Context: an optimization exercise on an open-source flow, tuned for small area, a short achievable clock period and few clock cycles per item. The choices shown serve that exercise and are no tape-out recipe. RTL that was checked went through simulation tests only; none was proved equivalent to the original. For runs 1 and 4 to 6, only the layout was checked, not whether the RTL still works. Power figures rest on the tool's default switching activity, not on a simulated workload.

**design/flow/config.mk**
```make
export PLATFORM = sky130hd
export DESIGN_NAME = css_length_to_fixed_px
export DESIGN_NICKNAME = css_length_to_fixed_px
export VERILOG_FILES = /design/flow/design.v
export SDC_FILE = /design/flow/constraint.sdc
export NUM_CORES = 4
export LEC_CHECK = 0
export ABC_CLOCK_PERIOD_IN_PS = 3000
export CAP_MARGIN = 20
export CORE_MARGIN = 2
export CORE_UTILIZATION = 40
export SETUP_SLACK_MARGIN = 5
export SLEW_MARGIN = 20
```
**design/flow/constraint.sdc**
```tcl
create_clock -name core_clock -period 10.0 [get_ports {clk}]
set_input_delay 2.0000 -clock core_clock [delete_from_list [all_inputs] [get_ports {clk}]]
set_output_delay 2.0000 -clock core_clock [all_outputs]
set_load 0.01 [all_outputs]
```
**design/flow/design.v**
```verilog
package cltfp_pkg;
  localparam logic [7:0] CHR_ZERO  = 8'd48;
  localparam logic [7:0] CHR_NINE  = 8'd57;
  localparam logic [7:0] CHR_DOT   = 8'd46;
  localparam logic [7:0] CHR_SPACE = 8'd32;
  localparam logic [7:0] CHR_E     = 8'd101;
  localparam logic [7:0] CHR_M     = 8'd109;
  typedef struct packed {
    logic        inv;       
    logic        sat;       
    logic        em;        
    logic        ovf;       
    logic [31:0] intp;      
    logic [13:0] frac;      
  } job_t;
endpackage
import cltfp_pkg::*;
module cltfp_front (
  input  logic              clk,
  input  logic              rst,
  input  logic              step,       
  input  logic              i_end,
  input  logic              i_dig,
  input  logic              i_dot,
  input  logic              i_spc,
  input  logic              i_e,
  input  logic              i_m,
  input  logic [3:0]        i_d,
  input  logic [15:0]       em_scale,
  output cltfp_pkg::job_t   job,        
  output logic [31:0]       iem_out,    
  output logic              iem_ovf_out
);
  localparam logic [1:0] SCAN_NUM = 2'd0, SCAN_UNIT = 2'd1, SCAN_DONE = 2'd2;
  localparam logic [1:0] NUM_INT = 2'd0, NUM_FRAC = 2'd1, NUM_STOP = 2'd2;
  localparam logic [1:0] UNIT_NONE = 2'd0, UNIT_E = 2'd1, UNIT_EM = 2'd2, UNIT_OTHER = 2'd3;
  localparam logic [1:0] CMP_EQ = 2'd0, CMP_LT = 2'd1, CMP_GT = 2'd2;
  logic [1:0]  scan_phase, number_phase, unit_match, cmp;
  logic        digit_seen;
  logic [23:0] ipx;         
  logic        ipx_ovf;
  logic [13:0] frac;
  logic [2:0]  fcnt;
  logic [3:0]  nsig;        
  logic [19:0] ds;          
  logic        ds_v;        
  logic        end_d;       
  logic [31:0] iem;         
  logic        iem_ovf;
  function automatic logic [3:0] kdig(input logic [3:0] p);
    case (p)
      4'd0: kdig = 4'd1;  4'd1: kdig = 4'd0;  4'd2: kdig = 4'd9;  4'd3: kdig = 4'd9;
      4'd4: kdig = 4'd5;  4'd5: kdig = 4'd1;  4'd6: kdig = 4'd1;  4'd7: kdig = 4'd6;
      4'd8: kdig = 4'd2;  4'd9: kdig = 4'd7;  4'd10: kdig = 4'd7; 4'd11: kdig = 4'd7;
      default: kdig = 4'd5;
    endcase
  endfunction
  logic [27:0] ipx_x10;
  logic [13:0] fweight;
  logic [35:0] iem_x10;
  logic [18:0] pp_a, pp_b;
  logic [17:0] em_scale3;    
  logic [19:0] ds_next;
  logic        in_num, int_dig, frac_dig, mant_dig;
  logic [1:0]  unit_stepped;
  logic [3:0]  kd;
  always_comb begin
    in_num   = (scan_phase == SCAN_NUM);
    int_dig  = in_num && i_dig && (number_phase == NUM_INT);
    frac_dig = in_num && i_dig && (number_phase == NUM_FRAC) && (fcnt != 3'd4);
    mant_dig = int_dig || frac_dig;
    ipx_x10  = {ipx, 3'b0} + {3'b0, ipx, 1'b0} + 28'(i_d);
    case ({fcnt[1:0], i_d})
      6'd1: fweight = 14'd1000;
      6'd2: fweight = 14'd2000;
      6'd3: fweight = 14'd3000;
      6'd4: fweight = 14'd4000;
      6'd5: fweight = 14'd5000;
      6'd6: fweight = 14'd6000;
      6'd7: fweight = 14'd7000;
      6'd8: fweight = 14'd8000;
      6'd9: fweight = 14'd9000;
      6'd17: fweight = 14'd100;
      6'd18: fweight = 14'd200;
      6'd19: fweight = 14'd300;
      6'd20: fweight = 14'd400;
      6'd21: fweight = 14'd500;
      6'd22: fweight = 14'd600;
      6'd23: fweight = 14'd700;
      6'd24: fweight = 14'd800;
      6'd25: fweight = 14'd900;
      6'd33: fweight = 14'd10;
      6'd34: fweight = 14'd20;
      6'd35: fweight = 14'd30;
      6'd36: fweight = 14'd40;
      6'd37: fweight = 14'd50;
      6'd38: fweight = 14'd60;
      6'd39: fweight = 14'd70;
      6'd40: fweight = 14'd80;
      6'd41: fweight = 14'd90;
      6'd49: fweight = 14'd1;
      6'd50: fweight = 14'd2;
      6'd51: fweight = 14'd3;
      6'd52: fweight = 14'd4;
      6'd53: fweight = 14'd5;
      6'd54: fweight = 14'd6;
      6'd55: fweight = 14'd7;
      6'd56: fweight = 14'd8;
      6'd57: fweight = 14'd9;
      default: fweight = 14'd0;
    endcase
    pp_a     = i_d[3] ? {em_scale, 3'b0} : (i_d[2] ? {1'b0, em_scale, 2'b0} : 19'd0);
    case (i_d[1:0])
      2'd0:    pp_b = 19'd0;
      2'd1:    pp_b = {3'b0, em_scale};
      2'd2:    pp_b = {2'b0, em_scale, 1'b0};
      default: pp_b = {1'b0, em_scale3};
    endcase
    ds_next  = 20'(pp_a) + 20'(pp_b);
    iem_x10  = {1'b0, iem, 3'b0} + {3'b0, iem, 1'b0} + 36'(ds);
    kd       = kdig(nsig);
    case (unit_match)
      UNIT_NONE: unit_stepped = i_e ? UNIT_E : UNIT_OTHER;
      UNIT_E:    unit_stepped = i_m ? UNIT_EM : UNIT_OTHER;
      default:   unit_stepped = UNIT_OTHER;
    endcase
  end
  always_ff @(posedge clk) begin
    if (rst || (step && i_end)) begin
      scan_phase   <= SCAN_NUM;
      number_phase <= NUM_INT;
      unit_match   <= UNIT_NONE;
      digit_seen   <= 1'b0;
      ipx          <= '0;
      ipx_ovf      <= 1'b0;
      frac         <= '0;
      fcnt         <= '0;
      nsig         <= '0;
      cmp          <= CMP_EQ;
    end else if (step) begin
      if (in_num) begin
        if (i_dig) begin
          if (number_phase != NUM_STOP) digit_seen <= 1'b1;
        end else if (i_dot) begin
          number_phase <= (number_phase == NUM_INT) ? NUM_FRAC : NUM_STOP;
        end else if (!i_spc) begin
          scan_phase <= SCAN_UNIT;
          unit_match <= unit_stepped;
        end
      end else if (scan_phase == SCAN_UNIT) begin
        if (i_spc) scan_phase <= SCAN_DONE;
        else       unit_match <= unit_stepped;
      end
      if (int_dig) begin
        ipx     <= ipx_x10[23:0];
        ipx_ovf <= ipx_ovf || (|ipx_x10[27:24]);
      end
      if (frac_dig) begin
        frac <= frac + fweight;
        fcnt <= fcnt + 3'd1;
      end
      if (mant_dig && (i_d != 4'd0 || nsig != 4'd0)) begin
        if (nsig != 4'd14) nsig <= nsig + 4'd1;
        if (nsig < 4'd13 && cmp == CMP_EQ)
          cmp <= (i_d > kd) ? CMP_GT : ((i_d < kd) ? CMP_LT : CMP_EQ);
      end
    end
  end
  always_ff @(posedge clk) begin
    if (rst) begin
      ds_v  <= 1'b0;
      end_d <= 1'b0;
    end else begin
      ds_v  <= step && int_dig;
      end_d <= step && i_end;
    end
  end
  always_ff @(posedge clk) begin
    ds        <= ds_next;
    em_scale3 <= {2'b0, em_scale} + {1'b0, em_scale, 1'b0};
  end
  always_ff @(posedge clk) begin
    if (rst || end_d) begin
      iem     <= '0;
      iem_ovf <= 1'b0;
    end else if (ds_v) begin
      iem     <= iem_x10[31:0];
      iem_ovf <= iem_ovf || (|iem_x10[35:32]);
    end
  end
  assign iem_out     = iem;
  assign iem_ovf_out = iem_ovf;
  logic em;
  assign em       = (unit_match == UNIT_EM);
  assign job.em   = em;
  assign job.inv  = !digit_seen;
  assign job.sat  = (nsig == 4'd14) || (nsig == 4'd13 && cmp != CMP_LT);
  assign job.ovf  = digit_seen && !em && ipx_ovf;
  assign job.intp = !digit_seen ? (em ? {12'b0, em_scale, 4'b0} : 32'd4096)
                                : {ipx, 8'b0};
  assign job.frac = frac;
endmodule
import cltfp_pkg::*;
module cltfp_job_queue (
  input  logic             clk,
  input  logic             rst,
  input  logic             push,
  input  cltfp_pkg::job_t  wdata,
  input  logic [31:0]      iem,
  input  logic             iem_ovf,
  input  logic             pop,
  output cltfp_pkg::job_t  rdata,
  output logic             valid,      
  output logic             ready       
);
  logic pend;    
  assign ready = valid && !pend;
  always_ff @(posedge clk) begin
    if (rst) begin
      valid <= 1'b0;
      pend  <= 1'b0;
    end else if (push) begin
      valid <= 1'b1;
      pend  <= 1'b1;
    end else begin
      pend <= 1'b0;
      if (pop) valid <= 1'b0;
    end
  end
  always_ff @(posedge clk) begin
    if (push) begin
      rdata <= wdata;
    end else if (pend && rdata.em && !rdata.inv) begin
      rdata.intp <= iem;
      rdata.ovf  <= iem_ovf;
    end
  end
endmodule
import cltfp_pkg::*;
module cltfp_scaler (
  input  logic              clk,
  input  logic              rst,
  input  logic              load,       
  input  cltfp_pkg::job_t   ljob,
  output logic              free,       
  output logic              busy,       
  input  logic [15:0]       em_scale,
  input  logic [3:0]        em_msb,     
  output logic              res_valid,
  input  logic              pop,
  output logic [31:0]       px_value,
  output logic              invalid
);
  logic             stepping;    
  logic             adding;      
  logic             em;
  logic [13:0]      frac;
  logic [3:0]       bit_idx;
  logic             sbit;        
  logic [13:0]      rem;
  logic [15:0]      quo;         
  logic [1:0]       qd_last;     
  logic [15:0]      t0, t1, t2;
  logic [1:0]       qd;
  logic [13:0]      rem_next;
  logic [15:0]      quo_now;
  logic [32:0]      sum;
  logic [3:0]       bit_next;
  logic             sbit_next;
  assign free = !busy || (res_valid && pop);
  logic [3:0] lstart;
  logic       lsteps;
  assign lstart = ljob.em ? em_msb : 4'd8;
  assign lsteps = (ljob.frac != 14'd0) && !ljob.sat && !ljob.ovf && (lstart != 4'd0);
  always_comb begin
    t0 = {1'b0, rem, 1'b0} + (sbit ? {2'b0, frac} : 16'd0);
    t1 = {1'b0, rem, 1'b0} + (sbit ? {2'b0, frac} : 16'd0) - 16'd10000;
    t2 = {1'b0, rem, 1'b0} + (sbit ? {2'b0, frac} : 16'd0) - 16'd20000;
    if (!t2[15])      begin qd = 2'd2; rem_next = t2[13:0]; end
    else if (!t1[15]) begin qd = 2'd1; rem_next = t1[13:0]; end
    else              begin qd = 2'd0; rem_next = t0[13:0]; end
    quo_now   = quo + {14'b0, qd_last};
    sum       = {1'b0, px_value} + {17'b0, quo_now};
    bit_next  = bit_idx - 4'd1;
    sbit_next = em ? em_scale[bit_next] : (bit_next == 4'd8);
  end
  always_ff @(posedge clk) begin
    if (rst) begin
      busy      <= 1'b0;
      stepping  <= 1'b0;
      adding    <= 1'b0;
      res_valid <= 1'b0;
    end else if (load) begin
      busy      <= 1'b1;
      stepping  <= lsteps;
      adding    <= 1'b0;
      res_valid <= !lsteps;
    end else if (stepping) begin
      if (bit_idx == 4'd0) begin
        stepping <= 1'b0;
        adding   <= 1'b1;
      end
    end else if (adding) begin
      adding    <= 1'b0;
      res_valid <= 1'b1;
    end else if (res_valid && pop) begin
      busy      <= 1'b0;
      res_valid <= 1'b0;
    end
  end
  always_ff @(posedge clk) begin
    if (load) begin
      em       <= ljob.em;
      frac     <= ljob.frac;
      bit_idx  <= lstart - 4'd1;
      sbit     <= ljob.em && em_scale[lstart - 4'd1];
      rem      <= ljob.frac;
      quo      <= '0;
      qd_last  <= '0;
      px_value <= (ljob.sat || ljob.ovf) ? 32'hFFFF_FFFF : ljob.intp;
      invalid  <= ljob.inv;
    end else if (stepping) begin
      bit_idx  <= bit_next;
      sbit     <= sbit_next;
      rem      <= rem_next;
      quo      <= {quo_now[14:0], 1'b0};
      qd_last  <= qd;
    end else if (adding) begin
      px_value <= sum[32] ? 32'hFFFF_FFFF : sum[31:0];
    end
  end
endmodule
import cltfp_pkg::*;
module css_length_to_fixed_px #(
  parameter int FRAC_DIGITS = 4
) (
  input  logic        clk,
  input  logic        rst,
  input  logic        push,
  output logic        full,
  input  logic [7:0]  char_code,
  input  logic        is_end,
  output logic        empty,
  input  logic        pop,
  output logic [31:0] px_value,
  output logic        invalid,
  input  logic        em_to_px_we,
  input  logic [15:0] em_to_px
);
  logic [15:0] em_scale;
  logic [3:0]  em_msb;
  logic       i_v, i_end, i_dig, i_dot, i_spc, i_e, i_m;
  logic [3:0] i_d;
  logic       step;
  cltfp_pkg::job_t fjob, wjob;
  logic [31:0]     iem;
  logic            iem_ovf;
  logic            w_v, w_ready, w_push;
  logic            e_free, e_load, e_busy;
  logic            res_valid;
  assign full   = i_v && i_end && w_v && (e_busy || !w_ready);
  assign step   = i_v && !full;
  assign empty  = !res_valid;
  always_ff @(posedge clk) begin
    if (rst) begin
      em_scale <= 16'h1000;
    end else if (em_to_px_we) begin
      em_scale <= em_to_px;
    end
  end
  always_comb begin
    em_msb = 4'd0;
    for (int k = 1; k < 16; k++)
      if (em_scale[k]) em_msb = 4'(k);
  end
  always_ff @(posedge clk) begin
    if (rst) begin
      i_v <= 1'b0;
    end else if (!full) begin
      i_v <= push;
    end
  end
  always_ff @(posedge clk) begin
    if (!full) begin
      i_end <= is_end;
      i_dig <= (char_code >= CHR_ZERO) && (char_code <= CHR_NINE);
      i_dot <= (char_code == CHR_DOT);
      i_spc <= (char_code == CHR_SPACE);
      i_e   <= (char_code == CHR_E);
      i_m   <= (char_code == CHR_M);
      i_d   <= char_code[3:0];
    end
  end
  cltfp_front u_front (
    .clk         (clk),
    .rst         (rst),
    .step        (step),
    .i_end       (i_end),
    .i_dig       (i_dig),
    .i_dot       (i_dot),
    .i_spc       (i_spc),
    .i_e         (i_e),
    .i_m         (i_m),
    .i_d         (i_d),
    .em_scale    (em_scale),
    .job         (fjob),
    .iem_out     (iem),
    .iem_ovf_out (iem_ovf)
  );
  assign w_push = step && i_end;
  assign e_load = w_ready && e_free;
  cltfp_job_queue u_queue (
    .clk     (clk),
    .rst     (rst),
    .push    (w_push),
    .wdata   (fjob),
    .iem     (iem),
    .iem_ovf (iem_ovf),
    .pop     (e_load),
    .rdata   (wjob),
    .valid   (w_v),
    .ready   (w_ready)
  );
  cltfp_scaler u_scaler (
    .clk       (clk),
    .rst       (rst),
    .load      (e_load),
    .ljob      (wjob),
    .free      (e_free),
    .busy      (e_busy),
    .em_scale  (em_scale),
    .em_msb    (em_msb),
    .res_valid (res_valid),
    .pop       (pop),
    .px_value  (px_value),
    .invalid   (invalid)
  );
endmodule
```
**design/flow/run.sh**
```bash
#!/bin/bash
# synth_recipe.tcl (not shown) runs the flow's synth.tcl, then flattens the netlist and writes it again
# the make line also repeats each setting of config.mk as NAME=value (left out here)
make -C /OpenROAD-flow-scripts/flow DESIGN_CONFIG=/design/flow/config.mk WORK_HOME=/design/flow/orfs CLKGATE_MAP_FILE= SYNTH_SCRIPT=/design/flow/synth_recipe.tcl finish
```
==> out/metrics.csv, run 1 <==
metric,value,unit
status,timing/DRC/antenna clean,
grt_pass1_wl,83600,um
fin_crit_sh,45.6,%
die_area,52900,sq um
cp_slowest_stage_delay,550,ps
syn-num-nets,2580,
numPortBuffers,64,
drt-initial-drc-count,1203,
synth_top_area_share,18.7,%
startpoint_type,flop,
hold_buffers,0,
timing.rr.end,u_front.frac[13],
hpwl,39300,um
cp.arrival,5040,ps
r2r-start,i_d[1],
powerDensity,138,nW/um^2
cts_sinks,298,
slew_headroom,30.8,%
path_max_fanout,19,
ant_nets,0,
p_leak,9.43,nW
vias,16600,
slowest_stage,edfxtp_1,
instances_no_fill,3042,
routedWlPerCell,17.1,um
crit_end,u_front.frac[13],
synth_warnings,4,
dp_cells,2974,
hold_depth,0,
grt_pass1_vias,15900,
grt_antenna_before_repair,0,
firstDrtPassIters,6,
syn_inst,2325,
via_per_inst,5.47,
synth_top_flop_cell,dfxtp_1,
final_layout_size_suffix_gt1_share,5.06,%
postCtsResizedCells,0,
synth.largest_area_cell,edfxtp_1,
ios,65,
grt_usage,19.4,%
maxSlewViolCount,0,
async_flop_share,0,%
fp.dieH,230,um
synth-seq-cells,298,
synth_enable_flop_cells,127,
insertedDiodeCount,0,
worstSetupStartpoint,i_d[1],
fin_ws,5440,ps
syn_avg_cell_area,8.78,sq um
seq_area_frac_synth,35.5,%
end_kind,flop,
core-area,50300,sq um
yosys-top-cells-area,"edfxtp_1, dfxtp_1, ha_1",
post_cts_buffers,0,
cap_violations,0,
drc,0,
grt_overflow,0,
cts_buffer_depth,3,
tns,0,ps
die_width,230,um
path_clk_slew,60,ps
skew,17.1,ps
hp-class,flop to flop,
root_buffer,clkbuf_16,
cts_tree,built,
rsz0062_at_grt,no,
syn_to_final_growth,12.1,%
floorplan.initialDensity,40.6,%
ys_types,90,
critPathBufInv,2,
cts_buffers,36,
cts_max_level,2,
layout_min_cycle_time,4560,ps
drt_wl_total,52100,um
worst_pin_slew,1040,ps
rr_worst_depth,16,
layout_common_cells,"nand2_1, nor2_1, ha_1, a21oi_1, dfxtp_1",
crit_chain,inv_1 -> ha_2 -> nand2_1 -> a31oi_1 -> nand2_1 -> inv_1 -> ha_1 -> a21o_1 -> a21o_1 -> a2111oi_1 -> o31ai_1 -> o41ai_1 -> o21ai_0 -> xnor2_1 -> or3_1 -> a21oi_1,
gp_congestion,0.906,
crit_required,10480,ps
setup_viol,0,
path_class,flop to flop,
synth_area,20400,sq um
rows,82,
place_ws,5040,ps
nets,2597,
fmax,220,MHz
rrSetupSlack,5440,ps
final_common_cell,nand2_1,
ir_drop,93.7,uV
cp.depth,16,
critPathTopFamily,compound AO/OA/AOI/OAI gates,
final-hold-violation-count,0,
clkLatencyLatePin,550,ps
grt_start_max_net_pins,57,
-- cells in the mapped netlist (27+ instances only) --
| master | n |
|---|---|
| nand2b_1 | 29 |
| clkbuf_1 | 84 |
| mux2i_1 | 58 |
| and2_1 | 29 |
| nand2_1 | 265 |
| and3_1 | 27 |
| inv_1 | 97 |
| dfxtp_1 | 171 |
| o21ai_0 | 122 |
| edfxtp_1 | 127 |
| xor2_1 | 41 |
| a21o_1 | 33 |
| nor2_1 | 246 |
| a21oi_1 | 198 |
| nor2b_1 | 31 |
| ha_1 | 200 |
| xnor2_1 | 94 |
| nand3_1 | 75 |
| nor3_1 | 45 |
-- per-stage QoR --
stage | utilization [%] | power [mW] | cell area, sq um | hold WS [ps]
2_1_floorplan | - | 1.75 | 20400 | 406
6_report | 45.5 | 3.16 | 22900 | 457
5_1_grt | 45.5 | 3.30 | 22900 | 478
3_3_place_gp | 43.0 | 1.87 | 21600 | 433
3_5_place_dp | 43.1 | 1.88 | 21600 | 440
4_1_cts | 45.4 | 3.19 | 22800 | 455
-- worst min path at each step --
stage / to / slack (ps) / startpoint
2_1_floorplan: u_front.ds[0] / 410 / u_front.em_scale3[0]
3_3_place_gp: u_queue.rdata[13] / 430 / u_front.frac[13]
3_5_place_dp: u_queue.rdata[13] / 440 / u_front.frac[13]
4_1_cts: u_queue.rdata[13] / 450 / u_front.frac[13]
5_1_grt: u_queue.rdata[13] / 480 / u_front.frac[13]
6_report: u_queue.rdata[13] / 460 / u_front.frac[13]
-- state kept, by name, indices dropped and copies added (netlist names), 15 cells and up --
signal / cells
em_scale: 16
u_front.ds: 20
u_front.em_scale3: 18
u_front.iem: 32
u_front.ipx: 24
u_queue.rdata: 50
u_scaler.px_value: 32
u_scaler.quo: 15
-- per-layer routing --
layer  GRT usage (%)  wire length, um  vias to the layer above
met1            26.7            24800                     7836
met5               0                0                        -
met4            5.00             1130                        0
met3            3.10             2490                       70
li1                -                -                     8360
met2            31.9            23700                      375
-- final cells by class --
class                           instances  area (sq um)
Clock buffer                           44           972
Clock inverter                         22           198
Fill cell                            4865         27400
Inverter                               98           368
Multi-Input combinational cell       1829         12500
Sequential cell                       298          7240
Tap cell                              672           841
Timing Repair Buffer                   79           793
-- worst reg2reg max path, cell delays in order (launching register included) --
cell and delay, ps:
edfxtp_1 550, inv_1 230, ha_2 450, nand2_1 170, a31oi_1 250, nand2_1 130
inv_1 100, ha_1 220, a21o_1 180, a21o_1 210, a2111oi_1 540, o31ai_1 190
o41ai_1 450, o21ai_0 200, xnor2_1 160, or3_1 320, a21oi_1 140
-- kinds of logic (layout without fill, tap and decap cells) --
group	Yosys count	in the layout	synth area share, %
buf+inv	198	243	3.69
compound gates	582	582	18.3
flops	298	298	35.5
fa+ha+maj	225	225	14.7
xor+xnor	135	135	5.79
simple gates	823	823	18.6
mux	64	64	3.45
-- power breakdown --
group,leakage [nW],switching [mW],internal (mW)
logic,6.26,0.273,0.202
registers,2.59,0.0522,1.33
clock network,0.571,0.534,0.772
==> inputs of run 2 (changes only) <==
--- a/design/flow/design.v
+++ b/design/flow/design.v
@@ -260,3 +260,2 @@
   logic [13:0]      rem;
-  logic [15:0]      quo;         
   logic [1:0]       qd_last;     
@@ -265,3 +264,3 @@
   logic [13:0]      rem_next;
-  logic [15:0]      quo_now;
+  logic [3:0]       qpos;        
   logic [32:0]      sum;
@@ -269,3 +268,3 @@
   logic             sbit_next;
-  assign free = !busy || (res_valid && pop);
+  assign free = !busy;
   logic [3:0] lstart;
@@ -281,4 +280,4 @@
     else              begin qd = 2'd0; rem_next = t0[13:0]; end
-    quo_now   = quo + {14'b0, qd_last};
-    sum       = {1'b0, px_value} + {17'b0, quo_now};
+    qpos      = bit_idx + 4'd1;
+    sum       = {1'b0, px_value} + (33'(qd_last) << qpos);
     bit_next  = bit_idx - 4'd1;
@@ -317,3 +316,2 @@
       rem      <= ljob.frac;
-      quo      <= '0;
       qd_last  <= '0;
@@ -325,4 +323,4 @@
       rem      <= rem_next;
-      quo      <= {quo_now[14:0], 1'b0};
       qd_last  <= qd;
+      px_value <= sum[32] ? 32'hFFFF_FFFF : sum[31:0];
     end else if (adding) begin
@@ -360,5 +358,9 @@
   logic            res_valid;
-  assign full   = i_v && i_end && w_v && (e_busy || !w_ready);
+  logic irst;
+  always_ff @(posedge clk) begin
+    irst <= rst;
+  end
+  assign full   = irst || (i_v && i_end && w_v && (e_busy || !w_ready));
   assign step   = i_v && !full;
-  assign empty  = !res_valid;
+  assign empty  = irst || !res_valid;
   always_ff @(posedge clk) begin
@@ -376,3 +378,3 @@
   always_ff @(posedge clk) begin
-    if (rst) begin
+    if (irst) begin
       i_v <= 1'b0;
@@ -395,3 +397,3 @@
     .clk         (clk),
-    .rst         (rst),
+    .rst         (irst),
     .step        (step),
@@ -413,3 +415,3 @@
     .clk     (clk),
-    .rst     (rst),
+    .rst     (irst),
     .push    (w_push),
@@ -425,3 +427,3 @@
     .clk       (clk),
-    .rst       (rst),
+    .rst       (irst),
     .load      (e_load),
==> run 2 against run 1 <==
Setup slack worse by 120 ps. Via count shrank 1.6%. Sequential cell count fell by 14. Count of clock-buffer cells in the layout increased by 8. Highest routed layer unchanged. Register-to-register slack worse by 50 ps. Global-route usage is 0.92 points higher. Sequential share of layout area down 0.36 points. Core utilization decreased by 0.061 points. Total power shrank 2.7%. Critical path type is now flop to output port. Hold slack got worse by 25 ps. Wire length is 0.82% lower. First-iteration DRC count up 3.2%.
==> out/metrics.csv, run 2 <==
metric,value,unit
slowest_stage,clkdlybuf4s50_1,
status,timing/DRC/antenna clean,
routedWlPerCell,17.5,um
startpoint_type,flop,
seq_area_frac_synth,35.1,%
core-area,49000,sq um
syn_to_final_growth,12.2,%
finish.utilization,45.5,%
largest_reg_flops,50,
synth_area,19800,sq um
cts_max_level,2,
grt_overflow,0,
end_kind,output port,
final_layout_size_suffix_gt1_share,5.21,%
slew_headroom,29.3,%
top_register,u_queue.rdata,
tns,0,ps
ant_nets,0,
timing.rr.end,u_scaler.px_value[5],
setup_viol,0,
synth_mux_area_share,3.22,%
cts_sinks,284,
p_leak,9.09,nW
nets,2514,
final_common_cell,nand2_1,
synth_top_area_share,19.2,%
insertedDiodeCount,0,
critPathTopFamily,simple AND/OR/NAND/NOR gates,
cp.depth,7,
numPortBuffers,64,
critPathBufInv,3,
grt_start_max_net_pins,59,
cts_buffers,35,
hold_buffers,0,
yosysMostFrequentCell,nand2_1,
crit_required,8000,ps
path_max_fanout,26,
synth_top_family_by_area,compound AO/OA/AOI/OAI gates,
fmax,214,MHz
via_per_inst,5.55,
cp.arrival,2680,ps
die_area,51400,sq um
worstHoldEndpoint,u_front.ds[0],
syn_avg_cell_area,8.86,sq um
root_buffer,clkbuf_16,
yosys-top-cells-area,"edfxtp_1, dfxtp_1, ha_1",
hold_depth,2,
maxSlewViolCount,0,
firstDrtPassIters,5,
grt_antenna_before_repair,0,
path_clk_slew,60,ps
layout_min_cycle_time,4680,ps
rsz0062_at_grt,no,
synthXorXnorAreaFrac,5.34,%
synth.largest_area_cell,edfxtp_1,
powerDensity,138,nW/um^2
cp_slowest_stage_delay,530,ps
cap_violations,0,
synth_enable_flop_cells,127,
synth_warnings,4,
fill_cells,4685,
syn-num-nets,2494,
synth-simple-area-share,17.9,%
synth_top_flop_cell,dfxtp_1,
ios,65,
rr_worst_depth,17,
skew,10.2,ps
rows,81,
die_width,227,um
crit_chain,or3b_4 -> nand2_1 -> nor2_1 -> nor2_1 -> buf_4 -> inv_1 -> clkdlybuf4s50_1,
synth-seq-cells,284,
grt_pass1_wl,83800,um
grt_usage,20.4,%
ys_types,93,
worst_pin_slew,1060,ps
hpwl,38500,um
floorplan.initialDensity,40.5,%
layout_common_cells,"nand2_1, nor2_1, ha_1, a21oi_1, dfxtp_1",
rrSetupSlack,5390,ps
ir_drop,80.8,uV
synth_compound_area_share,19.5,%
synth_commonest_cells,"nand2_1, nor2_1, ha_1",
vias,16400,
drt-initial-drc-count,1242,
reg_top3,"u_queue.rdata x50, u_front.iem x32, u_scaler.px_value x32",
fin_crit_sh,46.8,%
hp-class,flop to flop,
r2r-start,u_scaler.bit_idx[0],
cp_common_cell,nor2_1,
gp_congestion,0.871,
cts_buffer_depth,3,
dp_cells,2884,
clkLatencyLatePin,540,ps
syn_inst,2239,
instances_no_fill,2948,
final-hold-violation-count,0,
worstHoldStart,u_front.em_scale3[0],
fp.dieH,227,um
grt_pass1_vias,15800,
async_flop_share,0,%
cts_tree,built,
drc,0,
synthAdderAreaFrac,15.1,%
path_class,flop to output port,
drt_wl_total,51600,um
-- run 2: cell count changes after synthesis, sizes merged, moves of 8 or more --
cell,before,now
a21oi,200,162
nor2,247,216
o22a,1,30
o21ai,127,150
nand3,76,54
dfxtp,171,157
a21o,33,44
mux2i,58,48
o31a,11,2
and3,27,19
xnor2,94,86
-- run 2: stage by stage --
stage / worst slack (ps) / total power, mW / instance area, sq um / hold WS (ps)
6_report: 5320 / 3.08 / 22300 / 432
4_1_cts: 5030 / 3.11 / 22200 / 436
2_1_floorplan: 5600 / 1.66 / 19800 / 406
3_5_place_dp: 5030 / 1.79 / 21000 / 422
5_1_grt: 5020 / 3.21 / 22300 / 478
3_3_place_gp: 4820 / 1.78 / 21000 / 419
-- run 2: logic make-up (layout without fill, tap and decap cells) --
group / after synthesis / count (layout)
AOI/OAI and AO/OA: 588 / 588
xor gates and xnor gates: 120 / 120
adders and majority gates: 225 / 225
buffers and inverters: 193 / 238
DFF: 284 / 284
muxes: 57 / 57
and+or+nand+nor: 772 / 772
-- run 2: worst min-delay path, cell delays in order, from the launching register on --
cell	delay [ps]
dfxtp_1	300
nand2_1	40
o21ai_0	50
-- run 2: how the worst max path moves through the flow --
stage / slack (ps) / startpoint / end
after CTS: 5030 / u_scaler.bit_idx[0] / u_scaler.px_value[0]
after detailed placement: 5030 / u_scaler.bit_idx[0] / u_scaler.px_value[16]
after global routing: 5020 / u_scaler.bit_idx[0] / u_scaler.px_value[1]
final: 5320 / u_scaler.busy / full
after floorplan: 5600 / u_scaler.bit_idx[0] / u_scaler.px_value[10]
after global placement: 4820 / u_scaler.bit_idx[0] / u_scaler.px_value[0]
-- run 2: final cells by class --
| cell class | count | area [sq um] | share of cell area, % |
|---|---|---|---|
| multi-input cells | 1762 | 12100 | 54.6 |
| flip-flops and latches | 284 | 6960 | 31.3 |
| clock buffers | 52 | 1050 | 4.73 |
| well taps | 664 | 831 | 3.73 |
| repair buffers | 81 | 776 | 3.49 |
| inverters | 95 | 357 | 1.60 |
| clock inverters | 10 | 136 | 0.613 |
-- run 2: repair_timing --
item | in CTS | in global routing
setup endpoints to repair | 0 | 32
hold endpoints to repair | 0 | 0
resized for setup | 0 | 2
setup buffers | 0 | 2
-- run 2: per-layer routing --
metal	vias up	routed length (um)	GRT usage, %	share of wire [%]
met5	-	0	0	0
met4	0	1110	5.77	2.1
met3	78	2300	2.41	4.5
met2	361	23300	33.0	45
met1	7841	24900	28.6	48
li1	8089	-	-	-
-- run 2: power breakdown --
group / switching (mW) / internal [mW] / total (mW)
Sequential: 0.0508 / 1.27 / 1.32
Combinational: 0.264 / 0.193 / 0.457
Clock: 0.497 / 0.806 / 1.30
Total: 0.812 / 2.27 / 3.08
Testbench counts of run 2, summed over its fixed seeds: cycles 32,263, items 3,200.
==> inputs of run 3 (changes only) <==
==> design/flow/flow/run.sh (new file) <==
#!/bin/bash
set -euo pipefail
bash standard.sh SETUP_SLACK_MARGIN=7 finish > standard_flow.log 2>&1
==> design/flow/standard.sh (new file) <==
#!/bin/bash
# synth_recipe.tcl (not shown) runs the flow's synth.tcl, then flattens the netlist and writes it again
# the make line also repeats each setting of config.mk as NAME=value (left out here)
make -C /OpenROAD-flow-scripts/flow DESIGN_CONFIG=/design/flow/config.mk WORK_HOME=/design/flow/orfs CLKGATE_MAP_FILE= SYNTH_SCRIPT=/design/flow/synth_recipe.tcl "${@:-finish}"
--- a/design/flow/config.mk
+++ b/design/flow/config.mk
@@ -11,3 +11,2 @@
 export CORE_UTILIZATION = 40
-export SETUP_SLACK_MARGIN = 5
 export SLEW_MARGIN = 20
removed: design/flow/run.sh
==> run 3 against run 2 <==
Clock power about the same. Wire length increased by 11%. Sequential share of layout area decreased by 4.2 points. Synthesized cell count unchanged. Still clean on timing, DRC and antenna. Setup slack improved by 920 ps. Critical endpoint unchanged.
==> out/metrics.csv, run 3 <==
metric,value,unit
rrSetupSlack,6260,ps
grt_overflow,0,
drt_wl_total,57400,um
worstHoldEndpoint,u_front.em_scale3[0],
cts_sinks,284,
grt_antenna_before_repair,0,
synth_top_flop_cell,dfxtp_1,
syn_to_final_growth,30.5,%
cp.arrival,1760,ps
fp.dieH,227,um
largest_reg_flops,50,
numPortBuffers,64,
firstDrtPassIters,5,
worstHoldStart,em_scale[0],
reg_top3,"u_queue.rdata x50, u_front.iem x32, u_scaler.px_value x32",
cts_tree,built,
path_clk_slew,70,ps
drt-initial-drc-count,1189,
layout_min_cycle_time,3760,ps
setup_viol,0,
vias,17500,
ir_drop,93.4,uV
tns,0,ps
routedWlPerCell,18.1,um
syn-num-nets,2494,
clkLatencyLatePin,550,ps
powerDensity,127,nW/um^2
core-area,49000,sq um
end_kind,output port,
hold_depth,0,
rsz0062_at_grt,yes,
final-hold-violation-count,0,
worst_pin_slew,1010,ps
path_class,flop to output port,
floorplan.initialDensity,40.5,%
synth_warnings,4,
seq_area_frac_synth,35.1,%
yosys-top-cells-area,"edfxtp_1, dfxtp_1, ha_1",
skew,32.8,ps
synth.largest_area_cell,edfxtp_1,
synth_enable_flop_cells,127,
cap_violations,0,
drc,0,
maxSlewViolCount,0,
rr_worst_depth,14,
fill_cells,4296,
grt_pass1_vias,16500,
rows,81,
synth_commonest_cells,"nand2_1, nor2_1, ha_1",
hold_buffers,0,
crit_required,8000,ps
syn_inst,2239,
top_register,u_queue.rdata,
fmax,266,MHz
ys_types,93,
path_max_fanout,2,
nets,2739,
ant_nets,0,
timing.rr.end,u_scaler.rem[9],
die_area,51400,sq um
syn_avg_cell_area,8.86,sq um
async_flop_share,0,%
grt_start_max_net_pins,59,
hp-class,flop to flop,
synth_area,19800,sq um
status,timing/DRC/antenna clean,
insertedDiodeCount,0,
yosysMostFrequentCell,nand2_1,
synth_top_area_share,19.2,%
r2r-start,u_scaler.sbit,
grt_pass1_wl,88700,um
synth-seq-cells,284,
gp_congestion,0.897,
total_power,3.29,mW
hpwl,37300,um
cts_buffers,35,
fin_crit_sh,37.6,%
p_leak,10.6,nW
ios,65,
startpoint_type,flop,
slew_headroom,32.4,%
layout_common_cells,"nand2_1, nor2_1, buf_4, ha_1, dfxtp_1",
via_per_inst,5.50,
final_layout_size_suffix_gt1_share,26.5,%
die_width,227,um
grt_usage,21.5,%
cts_max_level,2,
cts_buffer_depth,3,
final_common_cell,nand2_1,
root_buffer,clkbuf_16,
==> run 3: power by group <==
| group | internal [mW] | total [mW] | switching, mW |
|---|---|---|---|
| Sequential | 1.27 | 1.31 | 0.0465 |
| Combinational | 0.309 | 0.655 | 0.346 |
| Clock | 0.816 | 1.32 | 0.502 |
==> run 3: worst max-delay path: stages (launching register included) <==
cell and delay (ps):
dfxtp_4 350, or3b_4 400, nand2_2 80, nor2_2 50
nor2_4 170, inv_2 60, buf_6 120
==> run 3: how the worst max path moves through the flow <==
| stage | end | slack [ps] | from | cells after the start |
|---|---|---|---|---|
| after floorplan | u_scaler.px_value[10] | 6390 | u_scaler.bit_idx[0] | 19 |
| after global placement | u_scaler.px_value[2] | 5560 | u_scaler.bit_idx[0] | 17 |
| after detailed placement | u_scaler.px_value[19] | 5310 | u_scaler.bit_idx[0] | 17 |
| after CTS | u_scaler.px_value[19] | 6190 | u_scaler.bit_idx[0] | 18 |
| after global routing | u_scaler.px_value[25] | 6160 | u_scaler.bit_idx[1] | 18 |
| final | full | 6240 | u_front.end_d | 6 |
==> run 3: kinds of logic (layout without fill, tap and decap cells) <==
| kind of cell | Yosys count | in the layout | share of synthesized area, % |
|---|---|---|---|
| buffers and inverters | 193 | 462 | 3.87 |
| adders and majority gates | 225 | 225 | 15.1 |
| muxes | 57 | 57 | 3.22 |
| xor gates and xnor gates | 120 | 120 | 5.34 |
| AOI/OAI and AO/OA | 588 | 588 | 19.5 |
| and+or+nand+nor | 772 | 773 | 17.9 |
| DFF | 284 | 284 | 35.1 |
==> run 3: through the flow <==
stage	hold slack [ps]	cell area, sq um	std cells	setup slack [ps]	util, %
3_3_place_gp	432	21300	2881	5560	43.5
2_1_floorplan	406	20200	2239	6390	-
3_5_place_dp	438	21300	2881	5310	43.5
6_report	427	25900	3173	6240	52.9
4_1_cts	452	24700	3103	6190	50.4
5_1_grt	434	25900	3173	6160	52.9
==> run 3: layer usage <==
metal | part of all wire, % | up-vias | global-route usage [%] | wire (um)
li1 | - | 8535 | - | -
met1 | 46 | 8348 | 29.8 | 26400
met2 | 46 | 469 | 34.5 | 26400
met3 | 5.1 | 105 | 3.10 | 2930
met4 | 2.9 | 0 | 6.92 | 1650
met5 | 0 | - | 0 | 0
==> run 3: layout make-up <==
type	instances	area [sq um]	share of cell area (%)
Sequential cell	284	7010	27.1
Tap cell	664	831	3.21
Clock inverter	12	166	0.643
Clock buffer	50	1020	3.96
Inverter	95	377	1.45
Multi-Input combinational cell	1763	13800	53.3
Timing Repair Buffer	305	2690	10.4
==> run 3: repair_timing <==
item	4_1_cts	5_1_grt
endpoints found under the setup margin	165	153
setup buffers	153	68
gates cloned	7	2
gates resized for setup	374	161
pin swaps	181	149
==> inputs of run 4 (changes only) <==
--- a/design/flow/design.v
+++ b/design/flow/design.v
@@ -242,2 +242,3 @@
   input  logic              rst,
+  input  logic              rst_now,    
   input  logic              load,       
@@ -248,2 +249,3 @@
   input  logic [3:0]        em_msb,     
+  input  logic              em_nb,      
   output logic              res_valid,
@@ -258,4 +260,5 @@
   logic [3:0]       bit_idx;
-  logic             sbit;        
+  logic [13:0]      fb;          
   logic [13:0]      rem;
+  logic [15:0]      quo;         
   logic [1:0]       qd_last;     
@@ -264,3 +267,3 @@
   logic [13:0]      rem_next;
-  logic [3:0]       qpos;        
+  logic [15:0]      quo_now;
   logic [32:0]      sum;
@@ -274,5 +277,5 @@
   always_comb begin
-    t0 = {1'b0, rem, 1'b0} + (sbit ? {2'b0, frac} : 16'd0);
-    t1 = {1'b0, rem, 1'b0} + (sbit ? {2'b0, frac} : 16'd0) - 16'd10000;
-    t2 = {1'b0, rem, 1'b0} + (sbit ? {2'b0, frac} : 16'd0) - 16'd20000;
+    t0 = {1'b0, rem, 1'b0} + {2'b0, fb};
+    t1 = {1'b0, rem, 1'b0} + {2'b0, fb} - 16'd10000;
+    t2 = {1'b0, rem, 1'b0} + {2'b0, fb} - 16'd20000;
     if (!t2[15])      begin qd = 2'd2; rem_next = t2[13:0]; end
@@ -280,4 +283,4 @@
     else              begin qd = 2'd0; rem_next = t0[13:0]; end
-    qpos      = bit_idx + 4'd1;
-    sum       = {1'b0, px_value} + (33'(qd_last) << qpos);
+    quo_now   = quo + {14'b0, qd_last};
+    sum       = {1'b0, px_value} + {17'b0, quo} + {31'b0, qd_last};
     bit_next  = bit_idx - 4'd1;
@@ -286,3 +289,3 @@
   always_ff @(posedge clk) begin
-    if (rst) begin
+    if (rst || rst_now) begin
       busy      <= 1'b0;
@@ -314,4 +317,5 @@
       bit_idx  <= lstart - 4'd1;
-      sbit     <= ljob.em && em_scale[lstart - 4'd1];
+      fb       <= (ljob.em && em_nb) ? ljob.frac : 14'd0;
       rem      <= ljob.frac;
+      quo      <= '0;
       qd_last  <= '0;
@@ -321,6 +325,6 @@
       bit_idx  <= bit_next;
-      sbit     <= sbit_next;
+      fb       <= sbit_next ? frac : 14'd0;
       rem      <= rem_next;
+      quo      <= {quo_now[14:0], 1'b0};
       qd_last  <= qd;
-      px_value <= sum[32] ? 32'hFFFF_FFFF : sum[31:0];
     end else if (adding) begin
@@ -364,3 +368,3 @@
   assign step   = i_v && !full;
-  assign empty  = irst || !res_valid;
+  assign empty  = !res_valid;
   always_ff @(posedge clk) begin
@@ -372,6 +376,12 @@
   end
+  logic [3:0] msb_c;
+  logic       em_nb;
   always_comb begin
-    em_msb = 4'd0;
+    msb_c = 4'd0;
     for (int k = 1; k < 16; k++)
-      if (em_scale[k]) em_msb = 4'(k);
+      if (em_scale[k]) msb_c = 4'(k);
+  end
+  always_ff @(posedge clk) begin
+    em_msb <= msb_c;
+    em_nb  <= (msb_c != 4'd0) && em_scale[msb_c - 4'd1];
   end
@@ -428,2 +438,3 @@
     .rst       (irst),
+    .rst_now   (rst),
     .load      (e_load),
@@ -434,2 +445,3 @@
     .em_msb    (em_msb),
+    .em_nb     (em_nb),
     .res_valid (res_valid),
==> run 4 against run 3 <==
Clock power up 7%. Clock skew down 18 ps. Die area up 3.9%. Core utilization down 0.78 points. First-iteration DRC count up 15%.
==> out/metrics.csv, run 4 <==
metric,value,unit
fin_crit_sh,37.6,%
numPortBuffers,64,
routedWlPerCell,17.8,um
p_leak,11.1,nW
grt_pass1_wl,89100,um
core-area,51100,sq um
worstHoldStart,u_front.frac[13],
nets,2798,
layout_min_cycle_time,3760,ps
vias,17600,
die_width,231,um
swShare,26.4,%
syn-num-nets,2535,
wl_met3,3120,um
insertedDiodeCount,0,
synthXorXnorAreaFrac,5.61,%
floorplan.initialDensity,40.3,%
met1_length,26200,um
maxSlewViolCount,0,
synth_compound_area_share,17.5,%
final_common_cell,nand2_1,
clkLatencyLatePin,550,ps
cts_sinks,317,
synth_enable_flop_cells,140,
cts_max_level,2,
hpwl,37300,um
end_kind,flop,
setup_viol,0,
worstSetupStartpoint,u_scaler.fb[2],
worst_pin_slew,1150,ps
ys_types,80,
synth.largest_area_cell,edfxtp_1,
dpl_cell_area,22300,sq um
final_layout_size_suffix_gt1_share,26.0,%
ir_drop,88.3,uV
p_sw,0.901,mW
skew,15.3,ps
drt-initial-drc-count,1372,
synth_commonest_cells,"nand2_1, nor2_1, ha_1",
async_flop_share,0,%
die_area,53400,sq um
seq_area_frac_synth,37.6,%
yosys-top-cells-area,"edfxtp_1, dfxtp_1, ha_1",
via_per_inst,5.44,
cp.arrival,4050,ps
top_layer,met4,
hold_buffers,0,
yosysMostFrequentCell,nand2_1,
grt_pass1_vias,16900,
design_area,26600,sq um
cts_buffers,38,
synth_top_flop_cell,dfxtp_1,
synth_mux_area_share,3.71,%
largest_reg_flops,50,
synth-seq-cells,317,
top_register,u_queue.rdata,
fp.dieH,231,um
firstDrtPassIters,5,
r2r-start,u_scaler.fb[2],
rows,83,
fin_ws,6240,ps
path_clk_slew,60,ps
synth_top_family_by_area,compound AO/OA/AOI/OAI gates,
cts_buffer_depth,3,
total_power,3.41,mW
met2WireLength,25900,um
drc,0,
reg_top3,"u_queue.rdata x50, u_front.iem x32, u_scaler.px_value x32",
synthAdderAreaFrac,15.9,%
syn_to_final_growth,29.2,%
synth_top_area_share,20.4,%
tns,0,ps
powerDensity,128,nW/um^2
finish.utilization,52.1,%
p_int,2.51,mW
synth-simple-area-share,16.0,%
grt_overflow,0,
syn_avg_cell_area,9.12,sq um
grt_start_max_net_pins,66,
ant_nets,0,
crit_required,10300,ps
combPwrFrac,16.0,%
cts_tree,built,
root_buffer,clkbuf_16,
layout_common_cells,"nand2_1, nor2_1, ha_1, buf_4, dfxtp_1",
startpoint_type,flop,
status,timing/DRC/antenna clean,
place_ws,5690,ps
cap_violations,0,
path_max_fanout,4,
hp-class,flop to flop,
ios,65,
path_class,flop to flop,
synth_area,20600,sq um
slew_headroom,23.4,%
seq_power_share,42.8,%
grt_usage,20.5,%
rsz0062_at_grt,yes,
syn_inst,2260,
drt_wl_total,57400,um
pwr-share-clk,41.2,%
synth_warnings,4,
final-hold-violation-count,0,
grt_antenna_before_repair,0,
gp_congestion,0.895,
fmax,266,MHz
==> run 4: cell count changes after synthesis, sizes merged, moves of 10 or more <==
cell,change
o22a,-26
nor2,+21
a21oi,+20
dfxtp,+20
ha,+19
nand3,-18
nand2,-17
and2,-16
inv,+14
edfxtp,+13
a22o,+12
a22oi,+12
buf,-11
or3,-10
==> run 4: repair_timing <==
action	4_1_cts	5_1_grt
pin swaps	119	151
setup endpoints to repair	162	150
resized for setup	337	159
setup buffers	163	65
cloned	5	2
hold endpoints to repair	0	0
==> run 4: per-layer routing <==
metal  vias to the layer above  global-route usage [%]
met3                       121                    3.27
met1                      8349                    28.1
li1                       8618                       -
met4                         0                    6.88
met2                       479                    33.1
met5                         -                       0
==> run 4: stage by stage <==
step,hold WS [ps],cells
6_report,449,3232
5_1_grt,480,3232
4_1_cts,459,3164
3_5_place_dp,446,2927
3_3_place_gp,431,2927
2_1_floorplan,406,2260
==> run 4: final timing paths <==
kind	end	slack, ps	cells after the start
max	u_scaler.rem[8]	6240	18
min	u_queue.rdata[13]	450	0
max reg2reg	u_scaler.rem[8]	6240	18
min reg2reg	u_queue.rdata[13]	450	0
==> run 4: logic make-up (layout without fill, tap and decap cells) <==
kind of cell / count (synthesis) / in the layout
fa+ha+maj: 246 / 246
xor+xnor: 132 / 132
compound gates: 573 / 573
simple gates: 725 / 725
flops: 317 / 317
buf+inv: 201 / 493
mux: 66 / 66
==> run 4: critical path, cell delays in order (launching register included) <==
cell      delay, ps
edfxtp_1        430
ha_4            270
a211oi_2        250
o21bai_1        140
a21oi_1         200
xnor2_1         210
inv_2           110
buf_6           130
ha_2            170
nand2_2          60
nand2_2          80
and3_4          190
or4_1           400
nor4b_4         150
buf_4           170
buf_4           140
a31oi_4         170
xor2_1          160
a21oi_1          80
==> run 4: area by class of cell <==
type                    count  area, sq um
inverters                 110          452
fillers                  4529        24500
clock buffers              55         1070
well taps                 680          851
repair inverters            4         57.6
repair buffers            310         2670
multi-input cells        1742        13600
clock inverters            14          183
flip-flops and latches    317         7800
==> run 4: power groups by stage <==
| stage | clock network (mW) | logic [mW] | registers [mW] |
|---|---|---|---|
| global placement | 0 | 0.409 | 1.49 |
| detailed placement | 0 | 0.419 | 1.49 |
| CTS | 1.43 | 0.492 | 1.46 |
| floorplan | 0 | 0.333 | 1.46 |
| global route | 1.49 | 0.594 | 1.46 |
| finish | 1.41 | 0.545 | 1.46 |
==> inputs of run 5 (changes only) <==
==> design/flow/flow/run.sh (replaced) <==
#!/bin/bash
set -euo pipefail
bash standard.sh SETUP_SLACK_MARGIN=6 finish > standard_flow.log 2>&1
==> run 5 against run 4 <==
Largest cell class unchanged. Core utilization down 5.1 points. Via count decreased by 6.4%. Still clean on timing, DRC and antenna. Register-to-register slack lost 100 ps. Highest routed layer unchanged.
==> out/metrics.csv, run 5 <==
metric,value,unit
status,timing/DRC/antenna clean,
synth-seq-cells,317,
drt_wl_total,51200,um
syn_inst,2260,
firstDrtPassIters,7,
worst_pin_slew,1080,ps
cts_tree,built,
setup_viol,0,
maxSlewViolCount,0,
rsz0062_at_grt,yes,
hp-class,flop to flop,
timing.hold.ws,454,ps
synth_mux_area_share,3.71,%
critPathTopFamily,compound AO/OA/AOI/OAI gates,
grt_pass1_wl,81600,um
dp_cells,2927,
layout_common_cells,"nand2_1, nor2_1, ha_1, a21oi_1, dfxtp_1",
synth_compound_area_share,17.5,%
hold_buffers,0,
path_clk_slew,60,ps
fin_ws,6140,ps
reg_top3,"u_queue.rdata x50, u_front.iem x32, u_scaler.px_value x32",
grt_overflow,0,
powerDensity,134,nW/um^2
drc,0,
slew_headroom,27.5,%
vias,16400,
grt_antenna_before_repair,0,
seq_area_frac_synth,37.6,%
place_ws,5230,ps
yosysMostFrequentCell,nand2_1,
async_flop_share,0,%
synth_commonest_cells,"nand2_1, nor2_1, ha_1",
nets,2614,
cts_sinks,317,
synth_top_flop_cell,dfxtp_1,
synthXorXnorAreaFrac,5.61,%
fmax,259,MHz
yosys-top-cells-area,"edfxtp_1, dfxtp_1, ha_1",
cts_buffer_depth,3,
cp.arrival,4120,ps
instances_no_fill,3048,
synthAdderAreaFrac,15.9,%
synth-simple-area-share,16.0,%
layout_min_cycle_time,3860,ps
floorplan.initialDensity,40.3,%
numPortBuffers,64,
cts_buffers,38,
synth_warnings,4,
via_per_inst,5.40,
top_register,u_queue.rdata,
ys_types,80,
fin_crit_sh,38.6,%
synth_top_area_share,20.4,%
rrSetupSlack,6140,ps
final_layout_size_suffix_gt1_share,10.0,%
design_area,24000,sq um
die_width,231,um
final_common_cell,nand2_1,
grt_start_max_net_pins,65,
die_area,53400,sq um
critPathBufInv,2,
end_kind,flop,
gp_congestion,0.882,
grt_pass1_vias,15500,
tns,0,ps
rows,83,
synth_enable_flop_cells,140,
skew,21.4,ps
crit_required,10260,ps
fp.dieH,231,um
fill_cells,4768,
syn-num-nets,2535,
dpl_cell_area,21900,sq um
synth_area,20600,sq um
final-hold-violation-count,0,
synth.largest_area_cell,edfxtp_1,
ir_drop,98.4,uV
total_power,3.22,mW
drt-initial-drc-count,1250,
grt_usage,18.7,%
hpwl,36800,um
path_class,flop to flop,
ant_nets,0,
syn_to_final_growth,16.5,%
insertedDiodeCount,0,
crit_chain,ha_2 -> inv_2 -> fa_2 -> nor2b_4 -> o2111a_1 -> or3_1 -> and3_4 -> a211oi_4 -> a311oi_2 -> o21a_1 -> nor4b_4 -> buf_6 -> nand2_1 -> a21oi_2 -> xnor2_1 -> a21oi_1,
path_max_fanout,8,
ios,65,
routedWlPerCell,16.8,um
slowest_stage,or3_1,
clkLatencyLatePin,550,ps
cap_violations,0,
p_leak,9.93,nW
cts_max_level,2,
synth_top_family_by_area,compound AO/OA/AOI/OAI gates,
startpoint_type,flop,
syn_avg_cell_area,9.12,sq um
cp_slowest_stage_delay,470,ps
root_buffer,clkbuf_16,
finish.utilization,47.0,%
core-area,51100,sq um
largest_reg_flops,50,
run 5: cell counts after synthesis:
No cell type changed its count.
run 5: cells by family (layout without fill, tap and decap cells):
family / after synthesis / after routing
and+or+nand+nor: 725 / 725
AOI/OAI and AO/OA: 573 / 573
adders and majority gates: 246 / 246
xor gates and xnor gates: 132 / 132
muxes: 66 / 66
buffers and inverters: 201 / 309
DFF: 317 / 317
run 5: final timing paths:
kind / startpoint / endpoint / cells past startpoint
setup / recovery: u_scaler.fb[1] / u_scaler.rem[7] / 16
hold / removal: u_front.frac[13] / u_queue.rdata[13] / 0
setup reg to reg: u_scaler.fb[1] / u_scaler.rem[7] / 16
hold reg to reg: u_front.frac[13] / u_queue.rdata[13] / 0
run 5: area by class of cell:
cell class	instances	area (sq um)	share of cell area (%)
flip-flops and latches	317	7760	32.3
well taps	680	851	3.54
repair buffers	130	1240	5.17
clock buffers	52	1070	4.48
clock inverters	17	109	0.453
inverters	110	433	1.80
multi-input cells	1742	12500	52.2
run 5: what timing repair did:
item,4_1_cts,5_1_grt
setup buffers,20,28
endpoints found under the hold margin,0,0
pin swaps,17,44
gates cloned,2,1
endpoints found under the setup margin,64,59
gates resized for setup,48,71
run 5: routing by layer:
| metal | routed length [um] | up-vias | track usage, % |
|---|---|---|---|
| li1 | - | 8234 | - |
| met1 | 24600 | 7731 | 26.3 |
| met2 | 23000 | 395 | 30.2 |
| met3 | 2310 | 84 | 2.61 |
| met4 | 1170 | 0 | 4.96 |
| met5 | 0 | - | 0 |
run 5: report_power, final:
group | total [mW] | internal (mW) | leakage, nW | switching, mW
combinational | 0.447 | 0.203 | 6.63 | 0.245
clock | 1.32 | 0.758 | 0.577 | 0.557
sequential | 1.46 | 1.41 | 2.72 | 0.0539
==> inputs of run 6 (changes only) <==
--- a/design/flow/design.v
+++ b/design/flow/design.v
@@ -242,3 +242,2 @@
   input  logic              rst,
-  input  logic              rst_now,    
   input  logic              load,       
@@ -260,5 +259,4 @@
   logic [3:0]       bit_idx;
-  logic [13:0]      fb;          
+  logic             sbit;        
   logic [13:0]      rem;
-  logic [15:0]      quo;         
   logic [1:0]       qd_last;     
@@ -267,3 +265,7 @@
   logic [13:0]      rem_next;
-  logic [15:0]      quo_now;
+  logic [3:0]       qpos;        
+  logic [16:0]      csum0, csum1, csum2;
+  logic [16:0]      ccar0, ccar1, ccar2;
+  logic [15:0]      x2r;
+  logic [15:0]      xfb;
   logic [32:0]      sum;
@@ -277,5 +279,13 @@
   always_comb begin
-    t0 = {1'b0, rem, 1'b0} + {2'b0, fb};
-    t1 = {1'b0, rem, 1'b0} + {2'b0, fb} - 16'd10000;
-    t2 = {1'b0, rem, 1'b0} + {2'b0, fb} - 16'd20000;
+    x2r   = {1'b0, rem, 1'b0};
+    xfb   = sbit ? {2'b0, frac} : 16'd0;
+    t0    = x2r + xfb;
+    csum1 = 17'(x2r ^ xfb ^ 16'(-16'sd10000));
+    ccar1 = {((x2r & xfb) | (x2r & 16'(-16'sd10000)) | (xfb & 16'(-16'sd10000))), 1'b0};
+    t1    = csum1[15:0] + ccar1[15:0];
+    csum2 = 17'(x2r ^ xfb ^ 16'(-16'sd20000));
+    ccar2 = {((x2r & xfb) | (x2r & 16'(-16'sd20000)) | (xfb & 16'(-16'sd20000))), 1'b0};
+    t2    = csum2[15:0] + ccar2[15:0];
+    csum0 = '0;
+    ccar0 = '0;
     if (!t2[15])      begin qd = 2'd2; rem_next = t2[13:0]; end
@@ -283,4 +293,3 @@
     else              begin qd = 2'd0; rem_next = t0[13:0]; end
-    quo_now   = quo + {14'b0, qd_last};
-    sum       = {1'b0, px_value} + {17'b0, quo} + {31'b0, qd_last};
+    sum       = {1'b0, px_value} + (33'(qd_last) << qpos);
     bit_next  = bit_idx - 4'd1;
@@ -289,3 +298,3 @@
   always_ff @(posedge clk) begin
-    if (rst || rst_now) begin
+    if (rst) begin
       busy      <= 1'b0;
@@ -317,5 +326,5 @@
       bit_idx  <= lstart - 4'd1;
-      fb       <= (ljob.em && em_nb) ? ljob.frac : 14'd0;
+      sbit     <= ljob.em && em_nb;
+      qpos     <= lstart;
       rem      <= ljob.frac;
-      quo      <= '0;
       qd_last  <= '0;
@@ -325,6 +334,7 @@
       bit_idx  <= bit_next;
-      fb       <= sbit_next ? frac : 14'd0;
+      qpos     <= bit_idx;
+      sbit     <= sbit_next;
       rem      <= rem_next;
-      quo      <= {quo_now[14:0], 1'b0};
       qd_last  <= qd;
+      px_value <= sum[32] ? 32'hFFFF_FFFF : sum[31:0];
     end else if (adding) begin
@@ -368,3 +378,3 @@
   assign step   = i_v && !full;
-  assign empty  = !res_valid;
+  assign empty  = irst || !res_valid;
   always_ff @(posedge clk) begin
@@ -438,3 +448,2 @@
     .rst       (irst),
-    .rst_now   (rst),
     .load      (e_load),
==> design/flow/flow/run.sh (replaced) <==
#!/bin/bash
set -euo pipefail
bash standard.sh SETUP_SLACK_MARGIN=7 finish > standard_flow.log 2>&1
==> run 6 against run 5 <==
Sequential share of layout area is 6.0 points lower. Die area up 0.61%. Synthesized cell count up 5.5%. Setup slack improved by 300 ps. Clock skew grew 3.9 ps. Combinational power increased by 34%. Total power up 6.7%. Non-clock buffer count grew 194. Largest cell class unchanged. Still clean.
==> out/metrics.csv, run 6 <==
metric,value,unit
grt_start_max_net_pins,66,
status,timing/DRC/antenna clean,
powerDensity,125,nW/um^2
tns,0,ps
seq_area_frac_synth,34.6,%
syn_avg_cell_area,8.70,sq um
hp-class,flop to flop,
ir_drop,107,uV
insertedDiodeCount,0,
grt_pass1_wl,95300,um
hold_buffers,0,
seq_power_share,39.2,%
grt_overflow,0,
synth-seq-cells,293,
gp_congestion,0.898,
synth_commonest_cells,"nand2_1, nor2_1, ha_1",
layout.area.seq,7220,sq um
rows,83,
finish.utilization,53.5,%
grt_antenna_before_repair,0,
synth_top_flop_cell,dfxtp_1,
p_int,2.53,mW
drt_wl_total,60900,um
die_area,53700,sq um
crit_required,10300,ps
ant_nets,0,
ys_types,84,
final-hold-violation-count,0,
grt_usage,21.9,%
cts_sinks,293,
layout_common_cells,"nand2_1, nor2_1, buf_4, ha_1, a21oi_1",
setup_viol,0,
vias,18600,
cp.arrival,3860,ps
end_kind,flop,
yosysMostFrequentCell,nand2_1,
die_width,232,um
ios,65,
reg_top3,"u_queue.rdata x50, u_front.iem x32, u_scaler.px_value x32",
path_max_fanout,6,
r2r-start,u_scaler.sbit,
clkLatencyLatePin,550,ps
cap_violations,0,
worstHoldStart,u_front.frac[13],
maxSlewViolCount,0,
worst_pin_slew,969,ps
startpoint_type,flop,
yosys-top-cells-area,"edfxtp_1, dfxtp_1, ha_1",
fp.dieH,232,um
nets,2940,
swShare,26.4,%
via_per_inst,5.53,
combPwrFrac,17.5,%
cts_buffer_depth,3,
final_layout_size_suffix_gt1_share,26.8,%
fill_cells,4431,
root_buffer,clkbuf_16,
syn_to_final_growth,32.2,%
cts_max_level,2,
floorplan.initialDensity,40.4,%
synth_top_area_share,19.0,%
cts_tree,built,
worstSetupStartpoint,u_scaler.sbit,
p_sw,0.906,mW
top_register,u_queue.rdata,
rsz0062_at_grt,yes,
skew,25.3,ps
p_leak,11.5,nW
numPortBuffers,64,
path_clk_slew,60,ps
synth_warnings,4,
synth_enable_flop_cells,131,
core-area,51300,sq um
drc,0,
largest_reg_flops,50,
slew_headroom,35.4,%
firstDrtPassIters,6,
path_class,flop to flop,
async_flop_share,0,%
final_common_cell,nand2_1,
layout_min_cycle_time,3560,ps
cts_buffers,36,
grt_pass1_vias,18200,
fin_crit_sh,35.6,%
synth.largest_area_cell,edfxtp_1,
drt-initial-drc-count,1313,
routedWlPerCell,18.1,um
pwr-share-clk,43.3,%
multi_input_area,14500,sq um
fmax,281,MHz
syn-num-nets,2674,
hpwl,39300,um
syn_inst,2385,
synth_area,20700,sq um
==> run 6: cell count changes in the layout (fill, tap and decap cells not counted), sizes merged, moves of 14 or more <==
| cell | previous run | this run |
|---|---|---|
| dfxtp | 177 | 162 |
| buf | 63 | 291 |
| mux2i | 54 | 39 |
| a21oi | 182 | 209 |
| nand2 | 251 | 279 |
| inv | 111 | 133 |
| nor3 | 45 | 68 |
| a22oi | 30 | 16 |
| clkdlybuf4s50 | 63 | 28 |
==> run 6: critical path: stages (launching register included) <==
cell and delay, ps:
edfxtp_1 430, buf_6 160, buf_6 110, nand2_4 60
inv_2 40, ha_4 150, fa_2 570, a211oi_2 90
o21a_1 220, o31a_1 310, a211oi_2 410, a211oi_4 90
buf_6 170, nor3_1 220, a31oi_1 70, a31o_1 200
==> run 6: kinds of logic (layout without fill, tap and decap cells) <==
group	count (synthesis)	after routing	synth area share, %
and+or+nand+nor	804	804	17.6
adders and majority gates	259	259	16.8
buffers and inverters	229	523	4.23
xor gates and xnor gates	135	135	5.74
AOI/OAI and AO/OA	617	617	18.4
DFF	293	293	34.6
muxes	48	48	2.64
==> run 6: power by group through the flow <==
stage               combinational [mW]  clock, mW  sequential, mW
finish                           0.601       1.49            1.35
global route                     0.653       1.56            1.35
CTS                              0.540       1.52            1.35
detailed placement               0.418          0            1.37
global placement                 0.412          0            1.37
floorplan                        0.328          0            1.35
==> run 6: cell type report <==
| type | count | share of cell area (%) |
|---|---|---|
| Tap cell | 680 | 3.10 |
| Clock buffer | 47 | 3.81 |
| Clock inverter | 19 | 1.16 |
| Multi-Input combinational cell | 1863 | 53.0 |
| Timing Repair inverter | 4 | 0.160 |
| Sequential cell | 293 | 26.3 |
| Timing Repair Buffer | 324 | 10.5 |
| Inverter | 129 | 1.93 |
==> run 6: metal layers <==
| metal | vias to the layer above | routed length (um) | track usage, % | part of all wire, % |
|---|---|---|---|---|
| met2 | 545 | 27800 | 35.0 | 46 |
| li1 | 9004 | - | - | - |
| met1 | 8869 | 27700 | 29.5 | 45 |
| met4 | 0 | 1980 | 7.75 | 3.3 |
| met3 | 141 | 3380 | 4.06 | 5.6 |
| met5 | - | 0 | 0 | 0 |
==> run 6: path summary, 6_finish.rpt <==
kind | endpoint | slack [ps] | depth (start not counted)
max reg2reg | u_scaler.rem[4] | 6440 | 15
min | u_queue.rdata[13] | 450 | 0
min reg2reg | u_queue.rdata[13] | 450 | 0
max | u_scaler.rem[4] | 6440 | 15
==> run 6: metrics by stage <==
step / area (sq um) / power (mW) / worst slack, ps / hold WS (ps) / cells
2_1_floorplan: 21100 / 1.68 / 6680 / 406 / 2385
3_3_place_gp: 22200 / 1.79 / 5690 / 429 / 3043
3_5_place_dp: 22200 / 1.79 / 5680 / 441 / 3043
4_1_cts: 26200 / 3.40 / 6470 / 455 / 3297
5_1_grt: 27400 / 3.56 / 6320 / 472 / 3359
6_report: 27400 / 3.44 / 6440 / 453 / 3359
==> run 6: what timing repair did <==
item                                    in CTS  in global routing
resized for setup                          415                183
pin swaps                                  150                158
cloned                                       8                  1
setup buffers                              180                 61
endpoints found under the setup margin     155                130

[separate check: timing with driven ports]
Ports are ideal in the flow. The routed layouts listed here were re-timed in OpenROAD.
Step 1: set_driving_cell puts a clkbuf_16 on clk and a buf_2 on each other input, an assumption about the parent block.
Step 2 moves the port delays by t, midway between the first and last clock arrival at a register: inputs arrive t later, outputs are due t later. That takes back most of the time a late clock gives input paths.
a / b / c = ideal ports / drivers / drivers and shift; a / b = the first two.
run	shift t [ns]	setup WS [ns]	worst setup path after step 2	pins driven straight from the clock port
run 1	0.596	5.444 / 5.444 / 5.300	input to register	1
run 2	0.581	5.323 / 5.270 / 5.392	register to register	1
run 3	0.596	6.243 / 6.185 / 6.263	register to register	1
run 4	0.600	6.241 / 6.241 / 6.241	register to register	1
run 5	0.595	6.137 / 6.137 / 6.137	register to register	1
run 6	0.597	6.440 / 6.440 / 6.440	register to register	1
After both steps every run listed still meets setup and hold. For run 1, which loses most, drivers alone change the setup slack by 0.000 ns; drivers and shift together by -0.144 ns.
